From an optimization exercise on the open Yosys and OpenROAD flow, aimed at small area, a short achievable clock period and few clock cycles per item; shortcuts taken in it are not production practice.
The RTL was checked by simulation tests, not by an equivalence proof against the original design.

<file path="flow/run.sh">
#!/bin/bash
# synth_recipe.tcl (not shown) runs the flow's synth.tcl, then flattens the netlist and writes it again
# the make line also repeats each setting of config.mk as NAME=value (left out here)
make -C /OpenROAD-flow-scripts/flow DESIGN_CONFIG=/design/flow/config.mk WORK_HOME=/design/flow/orfs CLKGATE_MAP_FILE= SYNTH_SCRIPT=/design/flow/synth_recipe.tcl finish
</file>
<file path="flow/config.mk">
export PLATFORM = sky130hd
export DESIGN_NAME = sample_scope_position_stepper
export DESIGN_NICKNAME = sample_scope_position_stepper
export VERILOG_FILES = /design/flow/design.v
export SDC_FILE = /design/flow/constraint.sdc
export NUM_CORES = 4
export LEC_CHECK = 0
export CAP_MARGIN = 20
export CORE_MARGIN = 2
export CORE_UTILIZATION = 40
export SETUP_SLACK_MARGIN = 2
export SLEW_MARGIN = 20
</file>
<file path="flow/constraint.sdc">
create_clock -name core_clock -period 7.0 [get_ports {clk_i}]
set_input_delay 1.4000 -clock core_clock [delete_from_list [all_inputs] [get_ports {clk_i}]]
set_output_delay 1.4000 -clock core_clock [all_outputs]
set_load 0.01 [all_outputs]
</file>
<file path="flow/design.v">
`default_nettype none
package ssps_pkg;
  localparam int ADDR_BITS = 24;
  localparam int FRAC_BITS = 16;
  localparam int POS_W     = ADDR_BITS + 1;
  localparam int DELTA_W   = 32;
  localparam int Y_W       = 28;    
  localparam int SMP_W     = 16;
  localparam int VOL_W     = 9;
  localparam int VAL_W     = 8;
  localparam int ROW_W     = 12;
  localparam int BASE_W    = 10;
  localparam int CFG_W     = 32;
  localparam int IDX_W     = 3;
  localparam int IN_W      = 48;
  localparam int OUT_W     = 48;
  localparam int WD_W      = 26;    
  typedef enum logic [IDX_W-1:0] {
    CFG_LOOP_MODE    = 3'd0,
    CFG_WIDE_SAMPLES = 3'd1,
    CFG_VOLUME       = 3'd2,
    CFG_SAMPLE_END   = 3'd3,
    CFG_LOOP_BEGIN   = 3'd4,
    CFG_LOOP_SPAN    = 3'd5,
    CFG_STEP_DELTA   = 3'd6,
    CFG_BASELINE_ROW = 3'd7
  } cfg_idx_e;
  typedef enum logic [1:0] {
    PR_IDLE = 2'd0,
    PR_A    = 2'd1,
    PR_DIV  = 2'd2,
    PR_RS   = 2'd3
  } prep_e;
  typedef enum logic [2:0] {
    SL_IDLE = 3'd0,
    SL_P    = 3'd1,
    SL_B    = 3'd2,
    SL_E    = 3'd3,
    SL_DIV  = 3'd4,
    SL_AP   = 3'd5,
    SL_CV   = 3'd6
  } slow_e;
endpackage
`default_nettype wire
`default_nettype none
import ssps_pkg::*;
module sample_scope_position_stepper (
  input  wire logic                        clk_i,
  input  wire logic                        rst_ni,
  input  wire logic                        cfg_valid_i,
  output logic                             cfg_ready_o,
  input  wire logic [ssps_pkg::IDX_W-1:0]  cfg_index_i,
  input  wire logic [ssps_pkg::CFG_W-1:0]  cfg_data_i,
  input  wire logic                        s_axis_tvalid_i,
  output logic                             s_axis_tready_o,
  input  wire logic [ssps_pkg::IN_W-1:0]   s_axis_tdata_i,
  input  wire logic                        s_axis_tuser_i,
  output logic                             m_axis_tvalid_o,
  input  wire logic                        m_axis_tready_i,
  output logic [ssps_pkg::OUT_W-1:0]       m_axis_tdata_o
);
  logic [1:0]           mode_q;
  logic                 wide_q;
  logic [VOL_W-1:0]     vol_q;
  logic [POS_W-1:0]     end_q;
  logic [ADDR_BITS-1:0] beg_q;
  logic [POS_W-1:0]     span_q;
  logic [DELTA_W-1:0]   delta_q;
  logic [BASE_W-1:0]    base_row_q;
  logic wr_mode, wr_end, wr_beg, wr_span, wr_delta;
  assign cfg_ready_o = 1'b1;
  assign wr_mode  = cfg_valid_i && cfg_index_i == CFG_LOOP_MODE;
  assign wr_end   = cfg_valid_i && cfg_index_i == CFG_SAMPLE_END;
  assign wr_beg   = cfg_valid_i && cfg_index_i == CFG_LOOP_BEGIN;
  assign wr_span  = cfg_valid_i && cfg_index_i == CFG_LOOP_SPAN;
  assign wr_delta = cfg_valid_i && cfg_index_i == CFG_STEP_DELTA;
  logic signed [Y_W-1:0] e_s, b_s, s_s, d_s;
  logic [FRAC_BITS-1:0]  dfrac;
  logic                  sge2;
  assign e_s   = Y_W'(end_q);
  assign b_s   = Y_W'(beg_q);
  assign s_s   = Y_W'(span_q);
  assign d_s   = Y_W'(delta_q[DELTA_W-1:FRAC_BITS]);
  assign dfrac = delta_q[FRAC_BITS-1:0];
  assign sge2  = |span_q[POS_W-1:1];
  logic [POS_W-1:0]      r0_q;      
  logic signed [Y_W-1:0] rs_q;      
  logic                  exact_q;   
  logic                  nr_q, nex_q, ncv_q;    
  logic            in_user;
  logic [WD_W-1:0] in_start;
  assign in_user  = s_axis_tuser_i;
  assign in_start = s_axis_tdata_i[WD_W-1:0];
  logic start_here;
  assign start_here = s_axis_tvalid_i && !s_axis_tuser_i;
  logic signed [Y_W-1:0] y_q, y_d;
  logic                  raw_q, raw_d;    
  logic                  back_q, back_d;
  logic                  act_q, act_d;
  logic [FRAC_BITS-1:0]  frac_q, frac_d;
  logic                  cy_q, cy_d;      
  logic                  b_v_q, b_v_d;
  logic [15:0]           psum_q, pcar_q;    
  logic                  pc8_q;             
  logic                  vact_q;
  logic                  o_v_q;
  logic [POS_W+1:0]      pos_q;    
  logic [VAL_W-1:0]      oval_q;
  logic [ROW_W-1:0]      orow_q;
  logic                  oback_q, oact_q;
  logic                  c_free, c_load;
  assign c_free = !o_v_q || m_axis_tready_i;
  assign c_load = b_v_q && c_free;
  ssps_pkg::prep_e pr_q;
  ssps_pkg::prep_e pr_d;
  ssps_pkg::slow_e sl_q;
  ssps_pkg::slow_e sl_d;
  logic signed [Y_W-1:0] ps_q, ps_d;
  logic                  fwdres_q, fwdres_d;
  logic [POS_W-1:0]      rem_q, rem_d;
  logic [4:0]            cnt_q, cnt_d;
  logic [POS_W-1:0]      r0_d;
  logic signed [Y_W-1:0] rs_d;
  logic                  exact_d, nr_d, nex_d, ncv_d;
  logic b_free, prep_busy, can_proc, proc_start, proc_col;
  assign prep_busy  = nr_q || nex_q || ncv_q;
  assign b_free     = !b_v_q || c_free;
  assign s_axis_tready_o = b_free && (sl_q == SL_IDLE) && (!in_user || !prep_busy);
  assign can_proc   = s_axis_tvalid_i && s_axis_tready_o;
  assign proc_start = can_proc && !in_user;
  assign proc_col   = can_proc && in_user;
  logic dir;
  assign dir = back_q && mode_q[1];
  logic signed [Y_W-1:0] x, ys, yr, yg, wsel;
  logic bnc, win, sat, fast, wrap_ok;
  logic [Y_W:0] x_w, yr_w, yg_w;
  assign x_w  = {y_q, 1'b1} + {d_s, cy_q};
  assign yr_w = {y_q, 1'b1} + {Y_W'(r0_q), cy_q};
  assign yg_w = {y_q, 1'b1} + {rs_q, cy_q};
  assign x    = x_w[Y_W:1];
  assign ys   = y_q + s_s;
  assign yr   = yr_w[Y_W:1];
  assign yg   = yg_w[Y_W:1];
  assign bnc  = !x[Y_W-1];
  assign win  = (!ys[Y_W-1] && y_q[Y_W-1]) || (y_q == '0 && yg[Y_W-1]);
  assign sat  = y_q[Y_W-2] && !y_q[Y_W-1];
  assign wsel = yr[Y_W-1] ? yr : yg;
  assign wrap_ok = win && exact_q;
  always_comb begin
    if (mode_q == 2'd0)  fast = 1'b1;
    else if (!dir)       fast = !bnc || (wrap_ok && sge2);
    else                 fast = wrap_ok && (sge2 || !bnc);
  end
  localparam int NSRC = 8;
  localparam int S_Y = 0, S_POS = 1, S_PS = 2, S_REM = 3, S_TRIAL = 4, S_E = 5, S_PSC = 6, S_IN = 7;
  localparam int G_CONV = NSRC, G_SUBS = NSRC + 1, G_DDIR = NSRC + 2, G_DONE = NSRC + 3,
                 G_AP = NSRC + 4, G_DIN = NSRC + 5, G_W = NSRC + 6;
  logic [G_W-1:0] gop_q, gop_d, gop;
  logic signed [Y_W-1:0] ga_a, ga_b, ga_s;
  logic [Y_W:0]          ga_w;
  logic                  ga_d, ga_ci;
  logic [POS_W-1:0]      pos_cl, ps_cl;
  logic [POS_W:0]        trial;
  logic                  ga_c_op;
  assign trial   = {rem_q, ps_q[Y_W-1]};
  assign ga_c_op = b_v_q && !raw_q;    
  assign gop = gop_q;
  always_comb begin
    ga_a = '0;
    if (gop[S_Y])     ga_a = ga_a | y_q;
    if (gop[S_POS])   ga_a = ga_a | Y_W'(pos_cl);
    if (gop[S_PS])    ga_a = ga_a | ps_q;
    if (gop[S_PSC])   ga_a = ga_a | Y_W'(ps_cl);
    if (gop[S_IN])    ga_a = ga_a | (start_here ? Y_W'(in_start[ADDR_BITS-1:0]) : Y_W'(pos_cl));
    if (gop[S_REM])   ga_a = ga_a | Y_W'(rem_q);
    if (gop[S_TRIAL]) ga_a = ga_a | Y_W'(trial);
    if (gop[S_E])     ga_a = ga_a | e_s;
    ga_d  = (gop[G_DDIR] && dir) || gop[G_DONE] || (gop[G_AP] && !fwdres_q) ||
            (gop[G_DIN] && (start_here ? in_start[ADDR_BITS] && mode_q[1] : dir));
    if (gop[G_SUBS])      ga_b = ~s_s;
    else if (gop[G_AP])   ga_b = fwdres_q ? b_s : e_s;
    else if (ga_d)        ga_b = b_s;
    else if (gop[G_CONV]) ga_b = ~e_s;
    else                  ga_b = e_s;
    ga_ci = gop[G_SUBS] || (gop[G_CONV] && !ga_d);
  end
  assign ga_w = {ga_a ^ {Y_W{ga_d && !gop[G_SUBS]}}, 1'b1} + {ga_b, ga_ci};
  assign ga_s = ga_w[Y_W:1];
  always_comb begin
    pos_cl = (|pos_q[POS_W+1:POS_W]) ? '1 : pos_q[POS_W-1:0];
    if (ps_q[Y_W-1])             ps_cl = '0;
    else if (|ps_q[Y_W-2:POS_W]) ps_cl = '1;
    else                         ps_cl = ps_q[POS_W-1:0];
  end
  localparam int PW = 24;
  logic [SMP_W-1:0] smp;
  logic [PW-1:0]    pp [VOL_W];
  assign smp = s_axis_tdata_i[ADDR_BITS+2 +: SMP_W];
  assign pp[0] = PW'({~(vol_q[0] & smp[SMP_W-1]), vol_q[0] & smp[SMP_W-1],
                      {(SMP_W-1){vol_q[0]}} & smp[SMP_W-2:0]});
  for (genvar i = 1; i < VOL_W; i++) begin : g_pp
    assign pp[i] = PW'({~(vol_q[i] & smp[SMP_W-1]), {(SMP_W-1){vol_q[i]}} & smp[SMP_W-2:0]}) << i;
  end
  function automatic logic [2*PW-1:0] csa(input logic [PW-1:0] a, input logic [PW-1:0] b,
                                          input logic [PW-1:0] c);
    csa = {((a & b) | (a & c) | (b & c)) << 1, a ^ b ^ c};
  endfunction
  logic [2*PW-1:0] t1, t2, t3, t4, t5, t6, t7;
  assign t1 = csa(pp[0], pp[1], pp[2]);
  assign t2 = csa(pp[3], pp[4], pp[5]);
  assign t3 = csa(pp[6], pp[7], pp[8]);
  assign t4 = csa(t1[PW-1:0], t1[2*PW-1:PW], t2[PW-1:0]);
  assign t5 = csa(t2[2*PW-1:PW], t3[PW-1:0], t3[2*PW-1:PW]);
  assign t6 = csa(t4[PW-1:0], t4[2*PW-1:PW], t5[PW-1:0]);
  assign t7 = csa(t6[PW-1:0], t6[2*PW-1:PW], t5[2*PW-1:PW]);
  logic [8:0] plo;
  assign plo = {1'b0, t7[7:0]} + {1'b0, t7[PW+7:PW]};
  logic [16:0]      phi;
  logic [VAL_W-1:0] vraw;
  assign phi  = {psum_q, 1'b1} + {pcar_q, pc8_q};
  assign vraw = wide_q ? phi[16:9] : phi[8:1];
  logic [FRAC_BITS:0] fsum;
  logic               fits;
  logic [POS_W-1:0]   rem_step;
  logic               skip;
  ssps_pkg::slow_e    sl_n;    
  assign fits     = !ga_s[Y_W-1];
  assign rem_step = fits ? ga_s[POS_W-1:0] : trial[POS_W-1:0];
  assign skip     = (rem_q == '0) && (ps_q[Y_W-1 -: 4] == 4'd0) && (cnt_q >= 5'd4);
  always_comb begin
    y_d      = y_q;
    raw_d    = raw_q;
    back_d   = back_q;
    act_d    = act_q;
    frac_d   = frac_q;
    b_v_d    = b_v_q && !c_free;
    pr_d     = pr_q;
    sl_n     = sl_q;
    ps_d     = ps_q;
    fwdres_d = fwdres_q;
    rem_d    = rem_q;
    cnt_d    = cnt_q;
    r0_d     = r0_q;
    rs_d     = rs_q;
    exact_d  = exact_q;
    nr_d     = nr_q;
    nex_d    = nex_q;
    ncv_d    = ncv_q;
    if (ga_c_op) begin
    end else if (sl_q != SL_IDLE) begin
      case (sl_q)
        SL_P: begin
          ps_d = ga_s;
          sl_n = dir ? SL_B : SL_E;
        end
        SL_B: begin
          if (!ga_s[Y_W-1]) begin
            back_d   = 1'b0;
            fwdres_d = 1'b1;
            ps_d     = {ga_s[Y_W-3:0], 2'b00};
            rem_d    = '0;
            cnt_d    = 5'd26;
            sl_n     = sge2 ? SL_DIV : SL_AP;
          end else begin
            sl_n = SL_E;
          end
        end
        SL_E: begin
          if (!ga_s[Y_W-1]) begin
            if (mode_q[1]) back_d = 1'b1;
            fwdres_d = !mode_q[1];
            ps_d     = {ga_s[Y_W-3:0], 2'b00};
            rem_d    = '0;
            cnt_d    = 5'd26;
            sl_n     = sge2 ? SL_DIV : SL_AP;
          end else begin
            sl_n = SL_CV;
          end
        end
        SL_DIV: begin
          if (skip) begin
            ps_d  = ps_q <<< 4;
            cnt_d = cnt_q - 5'd4;
          end else begin
            rem_d = rem_step;
            ps_d  = ps_q <<< 1;
            cnt_d = cnt_q - 5'd1;
            if (cnt_q == 5'd1) sl_n = SL_AP;
          end
        end
        SL_AP: begin
          ps_d = ga_s;
          sl_n = SL_CV;
        end
        default: begin
          y_d   = ga_s;
          b_v_d = 1'b1;
          sl_n  = SL_IDLE;
        end
      endcase
    end else if (nex_q) begin
      exact_d = (ga_s == b_s);
      nex_d   = 1'b0;
    end else if (nr_q) begin
      case (pr_q)
        PR_DIV: begin
          if (skip) begin
            ps_d  = ps_q <<< 4;
            cnt_d = cnt_q - 5'd4;
          end else begin
            rem_d = rem_step;
            ps_d  = ps_q <<< 1;
            cnt_d = cnt_q - 5'd1;
            if (cnt_q == 5'd1) begin
              r0_d = rem_step;
              pr_d = PR_RS;
            end
          end
        end
        PR_RS: begin
          rs_d = ga_s;
          nr_d = 1'b0;
          pr_d = PR_IDLE;
        end
        default: begin
          ps_d  = {delta_q[DELTA_W-1:FRAC_BITS], 12'd0};
          cnt_d = 5'd16;
          if (sge2 && !ga_s[Y_W-1]) begin
            rem_d = '0;
            pr_d  = PR_DIV;
          end else begin
            r0_d = rem_q;
            rs_d = ga_s;
            nr_d = 1'b0;
            pr_d = PR_IDLE;
          end
        end
      endcase
    end else if (ncv_q && (raw_q || !start_here)) begin
      y_d   = ga_s;
      raw_d = 1'b0;
      ncv_d = 1'b0;
    end
    sl_d = sl_n;
    if (proc_start) begin
      if (gop_q[S_IN]) begin
        y_d   = ga_s;
        raw_d = 1'b0;
        ncv_d = 1'b0;
      end else begin
        y_d   = Y_W'(in_start[ADDR_BITS-1:0]);
        raw_d = 1'b1;
        ncv_d = 1'b1;
      end
      back_d = in_start[ADDR_BITS];
      act_d  = in_start[ADDR_BITS+1];
      frac_d = '0;
      b_v_d  = 1'b1;
    end else if (proc_col) begin
      frac_d = frac_q + dfrac;
      if (fast) begin
        b_v_d = 1'b1;
        if (mode_q == 2'd0) begin
          y_d = sat ? y_q : x;
          if (bnc) act_d = 1'b0;
        end else begin
          y_d = bnc ? wsel : x;
          if (bnc && mode_q[1]) back_d = !back_q;
        end
      end else begin
        y_d  = x;
        sl_d = SL_P;
      end
    end
    if (wr_span || wr_delta) begin
      nr_d  = 1'b1;
      pr_d  = PR_A;
      rem_d = POS_W'(wr_delta ? cfg_data_i[DELTA_W-1:FRAC_BITS] : delta_q[DELTA_W-1:FRAC_BITS]);
    end
    if (wr_span || wr_beg || wr_end) nex_d = 1'b1;
    if (wr_mode || wr_beg || wr_end) ncv_d = 1'b1;
    fsum = {1'b0, frac_d} + {1'b0, dfrac};
    cy_d = fsum[FRAC_BITS];
    gop_d = '0;
    if (proc_col || (proc_start && gop_q[S_IN]) ||
        (!raw_d && ((b_v_q && !c_free) || (sl_q == SL_CV && !ga_c_op)))) begin
      gop_d[S_Y]    = 1'b1;
      gop_d[G_DDIR] = 1'b1;
    end else case (sl_n)
      SL_B:   begin gop_d[S_PS] = 1'b1;    gop_d[G_CONV] = 1'b1; gop_d[G_DONE] = 1'b1; end
      SL_E:   begin gop_d[S_PS] = 1'b1;    gop_d[G_CONV] = 1'b1; end
      SL_DIV: begin gop_d[S_TRIAL] = 1'b1; gop_d[G_SUBS] = 1'b1; end
      SL_AP:  begin gop_d[S_REM] = 1'b1;   gop_d[G_AP] = 1'b1; end
      SL_CV:  begin gop_d[S_PSC] = 1'b1;   gop_d[G_CONV] = 1'b1; gop_d[G_DDIR] = 1'b1; end
      default: begin
        if (nex_d) begin
          gop_d[G_SUBS] = 1'b1;
          gop_d[S_E] = 1'b1;
        end else if (nr_d) begin
          gop_d[G_SUBS] = 1'b1;
          case (pr_d)
            PR_DIV:  gop_d[S_TRIAL] = 1'b1;
            default: gop_d[S_REM] = 1'b1;    
          endcase
        end else if (ncv_d && raw_d) begin
          gop_d[S_Y]    = 1'b1;
          gop_d[G_CONV] = 1'b1;
          gop_d[G_DDIR] = 1'b1;
        end else begin
          gop_d[S_IN]   = 1'b1;
          gop_d[G_CONV] = 1'b1;
          gop_d[G_DIN]  = 1'b1;
        end
      end
    endcase
  end
  always_ff @(posedge clk_i or negedge rst_ni) begin
    if (!rst_ni) begin
      mode_q     <= '0;
      wide_q     <= 1'b0;
      vol_q      <= '0;
      end_q      <= '0;
      beg_q      <= '0;
      span_q     <= '0;
      delta_q    <= '0;
      base_row_q <= '0;
      raw_q      <= 1'b0;
      back_q     <= 1'b0;
      act_q      <= 1'b0;
      frac_q     <= '0;
      cy_q       <= 1'b0;
      b_v_q      <= 1'b0;
      o_v_q      <= 1'b0;
      pos_q      <= '0;
      pr_q       <= PR_A;
      sl_q       <= SL_IDLE;
      nr_q       <= 1'b1;
      nex_q      <= 1'b1;
      ncv_q      <= 1'b1;    
      rem_q      <= '0;
      gop_q      <= G_W'((1 << S_E) | (1 << G_SUBS));
    end else begin
      if (cfg_valid_i) begin
        case (cfg_index_i)
          CFG_LOOP_MODE:    mode_q     <= cfg_data_i[1:0];
          CFG_WIDE_SAMPLES: wide_q     <= cfg_data_i[0];
          CFG_VOLUME:       vol_q      <= cfg_data_i[VOL_W-1:0];
          CFG_SAMPLE_END:   end_q      <= cfg_data_i[POS_W-1:0];
          CFG_LOOP_BEGIN:   beg_q      <= cfg_data_i[ADDR_BITS-1:0];
          CFG_LOOP_SPAN:    span_q     <= cfg_data_i[POS_W-1:0];
          CFG_STEP_DELTA:   delta_q    <= cfg_data_i[DELTA_W-1:0];
          CFG_BASELINE_ROW: base_row_q <= cfg_data_i[BASE_W-1:0];
          default: ;
        endcase
      end
      raw_q  <= raw_d;
      back_q <= back_d;
      act_q  <= act_d;
      frac_q <= frac_d;
      cy_q   <= cy_d;
      b_v_q  <= b_v_d;
      pr_q   <= pr_d;
      sl_q   <= sl_d;
      nr_q   <= nr_d;
      nex_q  <= nex_d;
      ncv_q  <= ncv_d;
      rem_q  <= rem_d;
      gop_q  <= gop_d;
      if (c_load) begin
        o_v_q <= 1'b1;
        pos_q <= raw_q ? (POS_W+2)'(y_q[POS_W-1:0]) : ga_s[POS_W+1:0];
      end else if (m_axis_tready_i) begin
        o_v_q <= 1'b0;
      end
    end
  end
  always_ff @(posedge clk_i) begin
    if (can_proc) begin
      psum_q <= t7[PW-1:8];
      pcar_q <= t7[2*PW-1:PW+8];
      pc8_q  <= plo[8];
      vact_q <= in_user && act_q;
    end
    if (c_load) begin
      oval_q  <= vact_q ? vraw : '0;
      orow_q  <= ROW_W'(base_row_q) - ROW_W'($signed(vact_q ? vraw : '0));
      oback_q <= back_q;
      oact_q  <= act_q;
    end
    ps_q     <= ps_d;
    fwdres_q <= fwdres_d;
    cnt_q    <= cnt_d;
    r0_q     <= r0_d;
    y_q      <= y_d;
    rs_q     <= rs_d;
    exact_q  <= exact_d;
  end
  assign m_axis_tvalid_o = o_v_q;
  assign m_axis_tdata_o  = {2'b00, oback_q, oact_q,
                            (|pos_q[POS_W+1:ADDR_BITS]) ? {ADDR_BITS{1'b1}} : pos_q[ADDR_BITS-1:0],
                            orow_q, oval_q};
endmodule
`default_nettype wire
</file>
==> summary.txt <==
==> kinds of logic after synthesis <==
group | after synthesis
AOI/OAI and AO/OA | 849
xor gates and xnor gates | 211
adders and majority gates | 303
buffers and inverters | 346
DFF | 394
muxes | 200
other | 2
and+or+nand+nor | 1061
==> timing repair <==
action / CTS / global route
gates resized for setup: 282 / 79
endpoints found under the setup margin: 224 / 228
hold endpoints to repair: 0 / 0
hold buffers: 0 / 0
gates cloned: 7 / 2
setup buffers: 91 / 29
pin swaps: 79 / 90
==> cell type report <==
cell class                 count  area, um^2  area share (%)
inverter                     170         641            1.63
clock inverter                21         198           0.502
tap                         1040        1300            3.30
sequential                   394       10700            27.2
antenna                        1        2.50         0.00635
multi-input combinational   2627       20800            52.8
clock buffer                  64        1400            3.56
timing repair buffer         447        4310            10.9
==> state kept, by name, summed over array words and instances (netlist names), 8 cells and up <==
| name | cells |
|---|---|
| delta_q | 32 |
| ps_q | 28 |
| rs_q | 28 |
| y_q | 28 |
| pos_q | 27 |
| end_q | 25 |
| r0_q | 25 |
| rem_q | 25 |
| span_q | 25 |
| beg_q | 24 |
| frac_q | 16 |
| pcar_q | 16 |
| psum_q | 16 |
| gop_q | 12 |
| orow_q | 12 |
| base_row_q | 10 |
| vol_q | 9 |
| oval_q | 8 |
==> cell usage in the layout (no fill, tap or decap), drive strengths merged, types with 10 or more instances in the layout <==
cell,synthesis,final
nand2,343,343
a222oi,36,36
xnor2,115,115
a21o,55,55
o21ai,227,227
clkbuf,144,66
nand3,42,42
clkdlybuf4s50,0,126
o21a,21,21
o211ai,18,18
nor3,83,83
a221o,20,20
a21oi,203,203
a22oi,25,25
dfrtp,216,216
or3,11,11
clkinv,2,15
ha,196,196
nor2b,37,37
edfxtp,172,172
a221oi,28,28
fa,107,107
a31oi,23,23
o221ai,31,31
o31ai,12,12
mux2i,90,90
buf,32,317
nor4,26,26
nor2,224,224
and2,142,142
a211oi,53,53
mux2,110,110
and3,16,16
xor2,96,96
o21bai,10,10
inv,168,171
nand4,30,30
nand2b,67,67
==> routing by layer <==
layer | wire [um] | up-vias
li1 | - | 12800
met1 | 47600 | 13700
met2 | 50100 | 1235
met3 | 9940 | 292
met4 | 6930 | 8
met5 | 58 | -
==> worst max-delay path, delay by kind of cell <==
family	cells	cell delay, ns
fa+ha+maj	1	0.30
mux	1	0.35
simple gates	7	0.66
xor+xnor	1	0.19
buf+inv	15	1.70
compound gates	9	1.70
==> how the worst max path moves through the flow <==
stage                     slack, ns            from       end
final                          0.98  s_axis_tuser_i   y_q[23]
after global routing           0.83  s_axis_tuser_i   y_q[23]
after CTS                       1.0  s_axis_tuser_i   exact_q
after detailed placement      -0.03  s_axis_tuser_i   exact_q
after global placement         0.04  s_axis_tuser_i   exact_q
after floorplan                0.89  s_axis_tuser_i  cnt_q[0]
==> stage by stage <==
step | utilization [%] | hold WS (ns) | setup slack, ns | std cells | setup TNS, ns
floorplan | - | 0.440 | 0.893 | 3367 | 0
global placement | 45.3 | 0.483 | 0.0397 | 4549 | 0
detailed placement | 45.3 | 0.493 | -0.0296 | 4549 | -0.0296
CTS | 49.9 | 0.506 | 0.996 | 4732 | 0
global route | 50.8 | 0.540 | 0.834 | 4763 | 0
finish | 50.8 | 0.500 | 0.978 | 4764 | 0
==> results.cfg <==
[sta]
fmax_mhz = 166
hold_viol = 0
maxSlewHeadroom_pct = 25.6
fin_crit_ns = 6.02
finClkSkew_ns = 0.0310
finalMaxSlewViolations = 0
fin_crit_sh_pct = 86.0
worstMarginPinSlew_ns = 1.12
setup_viol = 0
rsz0062_at_grt = yes

[route]
drc_errors = 0
vias_per_cell = 5.90
vias = 28100
wire_per_inst_um = 24.1
wl_mm = 115
antenna_left = 0
drtPass1Iterations = 12
dr.first_iter.drc_count = 2873

[worst_hold_path]
holdPathStages = 2
hp-class = reg -> reg
min_from = pos_q[9]
min_to = pos_q[9]

[floorplanning]
ios = 140
row_count = 102
die_h_um = 284
dieWidth_um = 284
start_util_pct = 40.5
coreArea_mm2 = 0.0776
dieArea_mm2 = 0.0809

[synthesis]
syn_area_per_cell_um2 = 9.34
synth_top_family_by_area = compound AO/OA/AOI/OAI gates
yosys-mux-area-fraction_pct = 6.82
yosys.area_share.simple_pct = 16.4
synthAdderAreaFrac_pct = 14.6
yosys.area.top_type_share_pct = 17.2
ys_seq_elements = 394
netlist_area_mm2 = 0.0314
yosysSeqAreaShare_pct = 34.1
synth_cells = 3366
synth_flop_cell = dfrtp_1
synth_cell_type_count = 89
synth.most_common_cell = nand2_1
synth_xor_area_share_pct = 5.90
synth_compound_area_share_pct = 17.9
async_flop_share_pct = 56.3
ys_warn_count = 2
netlist_top_cells_count = nand2_1 (343), nor2_1 (224), dfrtp_1 (216), o21ai_0 (216), a21oi_1 (200)
synth_edf_count = 172
synth.area.top_cells = dfrtp_1 (17%), edfxtp_1 (16%), ha_1 (7.8%)
synth_area_leader_cell = dfrtp_1

[worst_setup_path]
cpMostUsedCell = buf_6
timing.rr.end = y_q[23]
startpoint_type = input pin
worstSetupEndpointType = register
arrival_ns = 6.36
reg2reg_from = pos_q[26]
crit_type = in -> reg
slowest_stage = a222oi_1
crit_required_ns = 7.34
critPathMaxFanout = 6
slowest_delay_ns = 0.41
reg2reg_depth = 28
reg2reg_slack_ns = 1.39

[clock_tree]
clock-root-buffer = clkbuf_16
clkSinkCount = 394
htreeDepth = 2
cts_buffers = 46
cts_buffer_depth = 3
clkLatencyLatePin_ns = 0.60
cts_tree = done
clk_pin_slew_ns = 0.07

[finish]
area_delta_synth_final_pct = 25.3
nets = 4078
fillers = 7174
drive_gt1_share_pct = 20.3
final_cell_area_mm2 = 0.0394

[global_routing]
grt_pass1_vias = 27500
grt_util_met1_pct = 37.4
use_met2_pct = 42.8
grt_pass1_wl_mm = 172
grt_use_total_pct = 27.8
gr-total-overflow = 0
grt_antenna_before_repair = 7
grt_max_degree = 68
grt-busiest-layer = met2
use_met3_pct = 5.34

[placement]
gp_congestion = 0.993
post-dp-hpwl_mm = 86.4
port_buffers = 130
place_area_mm2 = 0.0352

[flow_run]
maxCapViolCount = 0

[run_status]
status = no timing/DRC/antenna violations
Testbench counts, summed over its fixed seeds: cycles 4,761, items 3,802.

==> what the ideal ports hide <==
How much do the figures lean on ideal ports? The routed layout below was timed once more, with nothing changed but the port constraints.
Step 1, drivers: a clkbuf_16 drives clk_i and a buf_2 each remaining input, both assumed.
Step 2 times the ports against the registers' clock, not the clock port: input delays grow and output delays shrink by t, the midpoint of the rising clock arrivals with the driver on.
Three values: ideal ports, drivers, drivers and shift; two values: the first two.
t (ns): 0.651
setup slack, ns: 0.978 / 1.009 / 0.358
hold slack, ns: 0.500 / 0.500 / 0.500
After both steps setup and hold are still met in this run. For this run, drivers alone change the setup slack by +0.031 ns; drivers and shift together by -0.620 ns.
